What follows belongs to an exercise in optimizing a design on an open flow for small area; a production flow would make more cautious choices.
RTL that was checked went through simulation tests only; none was proved equivalent to the original.

==> inputs of v34 <==
==> flow/design.v <==
`default_nettype none
package pmp_pkg;
  typedef enum logic [1:0] {
    CSR_RW = 2'd0,
    CSR_RS = 2'd1,
    CSR_RC = 2'd2
  } csr_op_t;
  typedef enum logic [1:0] {
    OFF   = 2'd0,
    TOR   = 2'd1,
    NA4   = 2'd2,
    NAPOT = 2'd3
  } pmp_mode_t;
  typedef struct packed {
    logic      lock;
    logic [1:0] rsvd;
    pmp_mode_t mode;
    logic      x;
    logic      w;
    logic      r;
  } pmp_cfg_t;
  typedef logic [32-1:0] pmpcfg_word_t;
endpackage
`default_nettype wire
`timescale 1ns/1ps
`default_nettype none
module pmp_unit (
  input  logic                   clk,
  input  logic                   rst_n,
  input  logic                   csr_req,
  input  logic [12-1:0] csr_addr,
  input  pmp_pkg::csr_op_t       csr_op,
  input  logic [32-1:0]       csr_wdata,
  output logic                   csr_ack,
  output logic [32-1:0]       csr_rdata,
  output logic                   csr_invalid,
  input  logic                   lookup_valid,
  input  logic [34-1:0]   lookup_addr,
  output logic                   result_valid,
  output logic                   result_match,
  output logic [3-1:0]  result_index,
  output logic [2:0]             result_perm
);
  logic [31:0]     mscratch_q;
  logic [63:0]     cfg_q;           
  logic [255:0]    addr_q;          
  logic            ms_v;
  logic [1:0]      cfg_v;
  logic [7:0]      addr_v;
  logic [1:0] op;
  assign op = csr_op;
  logic start, op_ok, hi_ok, is_misa, is_ms, is_cfg, is_addr, bad;
  logic [1:0] sel_cfg;
  logic [7:0] sel_addr;
  assign start   = csr_req & ~csr_ack;
  assign op_ok   = ~(op[1] & op[0]);
  assign hi_ok   = (csr_addr[11:8] == 4'h3);
  assign is_misa = hi_ok & (csr_addr[7:0] == 8'h01);
  assign is_ms   = hi_ok & (csr_addr[7:0] == 8'h40);
  assign is_cfg  = hi_ok & (csr_addr[7:1] == 7'b1010_000);
  assign is_addr = hi_ok & (csr_addr[7:3] == 5'b1011_0);
  assign bad     = ~op_ok | ~(is_misa | is_ms | is_cfg | is_addr);
  always_comb begin
    for (int j = 0; j < 2; j++) sel_cfg[j] = is_cfg & (csr_addr[0] == j[0]);
    for (int i = 0; i < 8; i++) sel_addr[i] = is_addr & (csr_addr[2:0] == i[2:0]);
  end
  logic [31:0] old_val, new_val;
  always_comb begin
    old_val = {32{is_misa & op_ok}} & 32'h4014_1100;
    old_val = old_val | ({32{is_ms & ms_v & op_ok}} & mscratch_q);
    for (int j = 0; j < 2; j++)
      old_val = old_val | ({32{sel_cfg[j] & cfg_v[j] & op_ok}} & cfg_q[32*j +: 32]);
    for (int i = 0; i < 8; i++)
      old_val = old_val | ({32{sel_addr[i] & addr_v[i] & op_ok}} & addr_q[32*i +: 32]);
  end
  always_comb begin
    if (op[1]) new_val = old_val & ~csr_wdata;
    else if (op[0]) new_val = old_val | csr_wdata;
    else new_val = csr_wdata;
  end
  logic wr;
  assign wr = start & op_ok;
  always_ff @(posedge clk) begin
    if (wr & is_ms) mscratch_q <= new_val;
    for (int j = 0; j < 2; j++)
      if (wr & sel_cfg[j]) cfg_q[32*j +: 32] <= new_val;
    for (int i = 0; i < 8; i++)
      if (wr & sel_addr[i]) addr_q[32*i +: 32] <= new_val;
  end
  always_ff @(posedge clk or negedge rst_n) begin
    if (!rst_n) begin
      ms_v   <= 1'b0;
      cfg_v  <= '0;
      addr_v <= '0;
    end else begin
      if (wr & is_ms) ms_v <= 1'b1;
      for (int j = 0; j < 2; j++)
        if (wr & sel_cfg[j]) cfg_v[j] <= 1'b1;
      for (int i = 0; i < 8; i++)
        if (wr & sel_addr[i]) addr_v[i] <= 1'b1;
    end
  end
  always_ff @(posedge clk or negedge rst_n) begin
    if (!rst_n) csr_ack <= 1'b0;
    else        csr_ack <= csr_req;
  end
  always_ff @(posedge clk) begin
    if (!csr_ack) begin
      csr_rdata   <= old_val;
      csr_invalid <= bad;
    end
  end
  logic [31:0] w;
  assign w = lookup_addr[33:2];
  logic z1, z0;
  assign z1 = ~|w[31:1];
  assign z0 = z1 & ~w[0];
  logic [7:0] lt, eqm, hit;
  logic [23:0] perm;
  for (genvar i = 0; i < 8; i++) begin : g_ent
    logic [31:0] a;
    logic [7:0]  c;
    logic        cv, napot;
    assign a     = addr_q[32*i +: 32];
    assign c     = cfg_q[8*i +: 8];
    assign cv    = cfg_v[i/4];
    assign napot = c[4] & c[3];
    assign perm[3*i +: 3] = c[2:0];
    logic [31:0] g0, e0;
    logic [15:0] g1, e1;
    logic [7:0]  g2, e2;
    logic [3:0]  g3, e3;
    logic [1:0]  g4, e4;
    logic        g5;
    assign g0 = a & ~w;
    assign e0 = ~(a ^ w);
    for (genvar k = 0; k < 16; k++) begin : l1
      assign g1[k] = g0[2*k+1] | (e0[2*k+1] & g0[2*k]);
      assign e1[k] = e0[2*k+1] & e0[2*k];
    end
    for (genvar k = 0; k < 8; k++) begin : l2
      assign g2[k] = g1[2*k+1] | (e1[2*k+1] & g1[2*k]);
      assign e2[k] = e1[2*k+1] & e1[2*k];
    end
    for (genvar k = 0; k < 4; k++) begin : l3
      assign g3[k] = g2[2*k+1] | (e2[2*k+1] & g2[2*k]);
      assign e3[k] = e2[2*k+1] & e2[2*k];
    end
    for (genvar k = 0; k < 2; k++) begin : l4
      assign g4[k] = g3[2*k+1] | (e3[2*k+1] & g3[2*k]);
      assign e4[k] = e3[2*k+1] & e3[2*k];
    end
    assign g5 = g4[1] | (e4[1] & g4[0]);
    assign lt[i] = addr_v[i] & g5;
    logic [16:0] bp;
    logic [15:0] tm;
    assign bp[0] = napot;
    for (genvar k = 0; k < 16; k++) begin : pf
      assign bp[k+1] = bp[k] & a[2*k] & a[2*k+1];
      assign tm[k] = e1[k] | (bp[k] & (e0[2*k+1] | a[2*k]));
    end
    assign eqm[i] = addr_v[i] ? &tm : (c[3] ? z1 : z0);
    logic tor;
    if (i == 0) begin : g_t0
      assign tor = lt[0];
    end else begin : g_tn
      assign tor = lt[i] & ~lt[i-1];
    end
    always_comb begin
      case (c[4:3])
        2'd1:    hit[i] = cv & tor;
        2'd2,
        2'd3:    hit[i] = cv & eqm[i];
        default: hit[i] = 1'b0;
      endcase
    end
  end
  logic       any_hit;
  logic [2:0] hit_idx;
  logic [2:0] hit_perm;
  always_comb begin
    any_hit  = 1'b0;
    hit_idx  = '0;
    hit_perm = '0;
    for (int i = 7; i >= 0; i--) begin
      if (hit[i]) begin
        any_hit  = 1'b1;
        hit_idx  = i[2:0];
        hit_perm = perm[3*i +: 3];
      end
    end
  end
  logic       s1_valid, s1_match;
  logic [2:0] s1_idx, s1_perm;
  always_ff @(posedge clk or negedge rst_n) begin
    if (!rst_n) begin
      s1_valid     <= 1'b0;
      result_valid <= 1'b0;
    end else begin
      s1_valid     <= lookup_valid;
      result_valid <= s1_valid;
    end
  end
  always_ff @(posedge clk) begin
    s1_match     <= any_hit;
    s1_idx       <= hit_idx;
    s1_perm      <= hit_perm;
    result_match <= s1_match;
    result_index <= s1_idx;
    result_perm  <= s1_perm;
  end
endmodule
`default_nettype wire
==> flow/run.sh <==
#!/bin/bash
# synth_recipe.tcl (not shown) runs the flow's synth.tcl, then flattens the netlist and writes it again
# the make line also repeats each setting of config.mk as NAME=value (left out here)
make -C /OpenROAD-flow-scripts/flow DESIGN_CONFIG=/design/flow/config.mk WORK_HOME=/design/flow/orfs CLKGATE_MAP_FILE= SYNTH_SCRIPT=/design/flow/synth_recipe.tcl finish
==> flow/config.mk <==
export PLATFORM = sky130hd
export DESIGN_NAME = pmp_unit
export DESIGN_NICKNAME = pmp_unit
export VERILOG_FILES = /design/flow/design.v
export SDC_FILE = /design/flow/constraint.sdc
export NUM_CORES = 4
export LEC_CHECK = 0
export CAP_MARGIN = 20
export CORE_MARGIN = 2
export CORE_UTILIZATION = 60
export GPL_TIMING_DRIVEN = 0
export SLEW_MARGIN = 20
==> flow/constraint.sdc <==
create_clock -name core_clock -period 4.0 [get_ports {clk}]
set_input_delay 0.8000 -clock core_clock [delete_from_list [all_inputs] [get_ports {clk}]]
set_output_delay 0.8000 -clock core_clock [all_outputs]
set_load 0.01 [all_outputs]
==> v11: changes against v34 <==
==> flow/design.v, changed modules only <==
module pmp_unit (
  input  logic                   clk,
  input  logic                   rst_n,
  input  logic                   csr_req,
  input  logic [12-1:0] csr_addr,
  input  pmp_pkg::csr_op_t       csr_op,
  input  logic [32-1:0]       csr_wdata,
  output logic                   csr_ack,
  output logic [32-1:0]       csr_rdata,
  output logic                   csr_invalid,
  input  logic                   lookup_valid,
  input  logic [34-1:0]   lookup_addr,
  output logic                   result_valid,
  output logic                   result_match,
  output logic [3-1:0]  result_index,
  output logic [2:0]             result_perm
);
  logic [31:0]     mscratch_q;
  logic [63:0]     cfg_q;           
  logic [255:0]    addr_q;          
  logic            ms_v;
  logic [1:0]      cfg_v;
  logic [7:0]      addr_v;
  logic [1:0] op;
  assign op = csr_op;
  logic start, op_ok, hi_ok, is_misa, is_ms, is_cfg, is_addr, bad;
  logic [1:0] sel_cfg;
  logic [7:0] sel_addr;
  assign start   = csr_req & ~csr_ack;
  assign op_ok   = ~(op[1] & op[0]);
  assign hi_ok   = (csr_addr[11:8] == 4'h3);
  assign is_misa = hi_ok & (csr_addr[7:0] == 8'h01);
  assign is_ms   = hi_ok & (csr_addr[7:0] == 8'h40);
  assign is_cfg  = hi_ok & (csr_addr[7:1] == 7'b1010_000);
  assign is_addr = hi_ok & (csr_addr[7:3] == 5'b1011_0);
  assign bad     = ~op_ok | ~(is_misa | is_ms | is_cfg | is_addr);
  always_comb begin
    for (int j = 0; j < 2; j++) sel_cfg[j] = is_cfg & (csr_addr[0] == j[0]);
    for (int i = 0; i < 8; i++) sel_addr[i] = is_addr & (csr_addr[2:0] == i[2:0]);
  end
  logic [31:0] old_val, new_val;
  always_comb begin
    old_val = {32{is_misa & op_ok}} & 32'h4014_1100;
    old_val = old_val | ({32{is_ms & ms_v & op_ok}} & mscratch_q);
    for (int j = 0; j < 2; j++)
      old_val = old_val | ({32{sel_cfg[j] & cfg_v[j] & op_ok}} & cfg_q[32*j +: 32]);
    for (int i = 0; i < 8; i++)
      old_val = old_val | ({32{sel_addr[i] & addr_v[i] & op_ok}} & addr_q[32*i +: 32]);
  end
  logic [31:0] keep, set;
  assign keep = op[1] ? ~csr_wdata : {32{op[0]}};
  assign set  = op[1] ? 32'h0 : csr_wdata;
  assign new_val = (old_val & keep) | set;
  logic wr;
  assign wr = start & op_ok;
  always_ff @(posedge clk) begin
    if (wr & is_ms) mscratch_q <= new_val;
    for (int j = 0; j < 2; j++)
      if (wr & sel_cfg[j]) cfg_q[32*j +: 32] <= new_val;
    for (int i = 0; i < 8; i++)
      if (wr & sel_addr[i]) addr_q[32*i +: 32] <= new_val;
  end
  always_ff @(posedge clk or negedge rst_n) begin
    if (!rst_n) begin
      ms_v   <= 1'b0;
      cfg_v  <= '0;
      addr_v <= '0;
    end else begin
      if (wr & is_ms) ms_v <= 1'b1;
      for (int j = 0; j < 2; j++)
        if (wr & sel_cfg[j]) cfg_v[j] <= 1'b1;
      for (int i = 0; i < 8; i++)
        if (wr & sel_addr[i]) addr_v[i] <= 1'b1;
    end
  end
  always_ff @(posedge clk or negedge rst_n) begin
    if (!rst_n) csr_ack <= 1'b0;
    else        csr_ack <= csr_req;
  end
  always_ff @(posedge clk) begin
    if (!csr_ack) begin
      csr_rdata   <= old_val;
      csr_invalid <= bad;
    end
  end
  logic [31:0] w;
  assign w = lookup_addr[33:2];
  logic z1, z0;
  assign z1 = ~|w[31:1];
  assign z0 = z1 & ~w[0];
  logic [7:0] lt, eqm, hit;
  for (genvar i = 0; i < 8; i++) begin : g_ent
    logic [31:0] a;
    logic [7:0]  c;
    logic        cv, napot;
    assign a     = addr_q[32*i +: 32];
    assign c     = cfg_q[8*i +: 8];
    assign cv    = cfg_v[i/4];
    assign napot = c[4] & c[3];
    logic [31:0] g0, e0;
    logic [15:0] g1, e1;
    logic [7:0]  g2, e2;
    logic [3:0]  g3, e3;
    logic [1:0]  g4, e4;
    logic        g5;
    assign g0 = a & ~w;
    assign e0 = ~(a ^ w);
    for (genvar k = 0; k < 16; k++) begin : l1
      assign g1[k] = g0[2*k+1] | (e0[2*k+1] & g0[2*k]);
      assign e1[k] = e0[2*k+1] & e0[2*k];
    end
    for (genvar k = 0; k < 8; k++) begin : l2
      assign g2[k] = g1[2*k+1] | (e1[2*k+1] & g1[2*k]);
      assign e2[k] = e1[2*k+1] & e1[2*k];
    end
    for (genvar k = 0; k < 4; k++) begin : l3
      assign g3[k] = g2[2*k+1] | (e2[2*k+1] & g2[2*k]);
      assign e3[k] = e2[2*k+1] & e2[2*k];
    end
    for (genvar k = 0; k < 2; k++) begin : l4
      assign g4[k] = g3[2*k+1] | (e3[2*k+1] & g3[2*k]);
      assign e4[k] = e3[2*k+1] & e3[2*k];
    end
    assign g5 = g4[1] | (e4[1] & g4[0]);
    assign lt[i] = addr_v[i] & g5;
    logic [15:0] ap1, f1;
    logic [7:0]  ap2, f2;
    logic [3:0]  ap3, f3;
    logic [1:0]  ap4, f4;
    logic        f5;
    for (genvar k = 0; k < 16; k++) begin : n1
      assign ap1[k] = a[2*k] & a[2*k+1];
      assign f1[k]  = e0[2*k+1] | a[2*k];
    end
    for (genvar k = 0; k < 8; k++) begin : n2
      assign ap2[k] = ap1[2*k] & ap1[2*k+1];
      assign f2[k]  = f1[2*k] & (e1[2*k+1] | (ap1[2*k] & f1[2*k+1]));
    end
    for (genvar k = 0; k < 4; k++) begin : n3
      assign ap3[k] = ap2[2*k] & ap2[2*k+1];
      assign f3[k]  = f2[2*k] & (e2[2*k+1] | (ap2[2*k] & f2[2*k+1]));
    end
    for (genvar k = 0; k < 2; k++) begin : n4
      assign ap4[k] = ap3[2*k] & ap3[2*k+1];
      assign f4[k]  = f3[2*k] & (e3[2*k+1] | (ap3[2*k] & f3[2*k+1]));
    end
    assign f5 = f4[0] & (e4[1] | (ap4[0] & f4[1]));
    assign eqm[i] = addr_v[i] ? (napot ? f5 : (e4[1] & e4[0])) : (c[3] ? z1 : z0);
    logic tor;
    if (i == 0) begin : g_t0
      assign tor = lt[0];
    end else begin : g_tn
      assign tor = lt[i] & ~lt[i-1];
    end
    always_comb begin
      case (c[4:3])
        2'd1:    hit[i] = cv & tor;
        2'd2,
        2'd3:    hit[i] = cv & eqm[i];
        default: hit[i] = 1'b0;
      endcase
    end
  end
  logic [3:0] h1;
  logic [3:0] i1;
  logic [1:0] h2;
  logic [3:0] i2;
  logic       any_hit;
  logic [2:0] hit_idx;
  always_comb begin
    for (int k = 0; k < 4; k++) begin
      h1[k] = hit[2*k] | hit[2*k+1];
      i1[k] = ~hit[2*k] & hit[2*k+1];
    end
    for (int k = 0; k < 2; k++) begin
      h2[k] = h1[2*k] | h1[2*k+1];
      i2[2*k +: 2] = h1[2*k] ? {1'b0, i1[2*k]} : {h1[2*k+1], i1[2*k+1]};
    end
    any_hit = h2[0] | h2[1];
    hit_idx = h2[0] ? {1'b0, i2[1:0]} : {h2[1], i2[3:2]};
  end
  logic       s1_valid, s1_match;
  logic [2:0] s1_idx;
  logic [1:0] s1_cfgw;
  always_ff @(posedge clk or negedge rst_n) begin
    if (!rst_n) begin
      s1_valid     <= 1'b0;
      result_valid <= 1'b0;
    end else begin
      s1_valid     <= lookup_valid;
      result_valid <= s1_valid;
    end
  end
  logic [31:0] perm_word;
  logic [2:0]  s2_perm;
  always_comb begin
    perm_word = s1_cfgw[s1_idx[2]] ? csr_rdata : cfg_q[32*s1_idx[2] +: 32];
    s2_perm   = perm_word[8*s1_idx[1:0] +: 3] & {3{s1_match}};
  end
  always_ff @(posedge clk) begin
    s1_match     <= any_hit;
    s1_idx       <= hit_idx;
    s1_cfgw      <= {wr & sel_cfg[1], wr & sel_cfg[0]};
    result_match <= s1_match;
    result_index <= s1_idx;
    result_perm  <= s2_perm;
  end
endmodule
==> flow/flow/run.sh (new file) <==
#!/bin/bash
# The standard layout with these changes:
#  - synthesis maps logic with an area-oriented ABC script (flow/area.abc) instead of
#    ORFS's speed script; everything else in synthesis is the standard flow's own script
#  - ports are buffered with buf_2 rather than the default buffer cell
#  - CTS uses clkbuf_8 leaf clusters of up to 20 sinks and inserts no dummy loads
set -euo pipefail
here=$(pwd)
export BUFFER_PORTS_ARGS="-buffer_cell sky130_fd_sc_hd__buf_2"
export CTS_ARGS="-sink_clustering_enable -repair_clock_nets -dont_use_dummy_load -buf_list sky130_fd_sc_hd__clkbuf_8 -sink_clustering_size 20"
export AREA_ABC_SCRIPT="$here/flow/area.abc"
# The standard flow's synthesis script with abc's script swapped
{ echo "proc abc {args} { set i [lsearch -exact \$args -script]; if {\$i >= 0} { lset args [expr {\$i + 1}] \$::env(AREA_ABC_SCRIPT) }; yosys abc {*}\$args }"; cat synth_recipe.tcl; } > synth_area.tcl
sed "s#SYNTH_SCRIPT=[^ ]*#SYNTH_SCRIPT=$here/synth_area.tcl#" standard.sh > standard_area.sh
grep -q "SYNTH_SCRIPT=$here/synth_area.tcl" standard_area.sh
bash standard_area.sh > make_finish.log 2>&1
==> flow/flow/area.abc (new file) <==
&get -n
&st
&dch
&nf
&st
&syn2
&if -g -K 6
&synch2
&nf
&st
&syn2
&if -g -K 6
&synch2
&nf
&st
&dch -f
&nf -R 30
&put
topo
stime -c
==> flow/standard.sh (new file) <==
#!/bin/bash
# synth_recipe.tcl (not shown) runs the flow's synth.tcl, then flattens the netlist and writes it again
# the make line also repeats each setting of config.mk as NAME=value (left out here)
make -C /OpenROAD-flow-scripts/flow DESIGN_CONFIG=/design/flow/config.mk WORK_HOME=/design/flow/orfs CLKGATE_MAP_FILE= SYNTH_SCRIPT=/design/flow/synth_recipe.tcl "${@:-finish}"
- CORE_UTILIZATION: 60 -> 50
- SETUP_SLACK_MARGIN: unset -> 0.25
removed: flow/run.sh
==> metrics.md <==
| Metric | Value |
|---|---|
| Final setup violation count | between 300 and 400 |
| Layout violations | negative setup slack |
| Final WS setup | -0.606 ns |
| Slew HR | 20.0% |
| Status | failed layout checks |
the above is filed under v34

==> metrics.md <==
| Metric | Value |
|---|---|
| Hold-critical path endpoint | s1_valid |
| Grt peak-use layer | met1 |
| Final WS setup | just over 0.2 ns |
| Final setup violation count | 0 |
| Status | complete, no violations |
the above is filed under v11

Only the layout flow was run in v34; the RTL was not checked for function there.

-- what the ideal ports hide --
Ports are ideal in the flow. The routed layouts listed here were re-timed in OpenROAD. Step 1 assumes that a clkbuf_16 drives the clock port and a buf_2 every other input. Step 2 times the ports against the registers' clock, not the clock port: input delays grow and output delays shrink by t, the midpoint of the rising clock arrivals with the driver on. a / b / c = no drivers / after step 1 / after step 2; a / b = the first two.
run | t (ns) | setup slack, ns | pins driven straight from the clock port
v34 | 0.655 | -0.606 / -0.573 / -1.228 | 1
v11 | 0.691 | 0.201 / 0.229 / -0.462 | 1
With both steps, setup timing fails in v11, where it was met with ideal ports. The setup slack of v11, which loses most, moves by +0.028 ns with the drivers and by -0.663 ns with both steps.
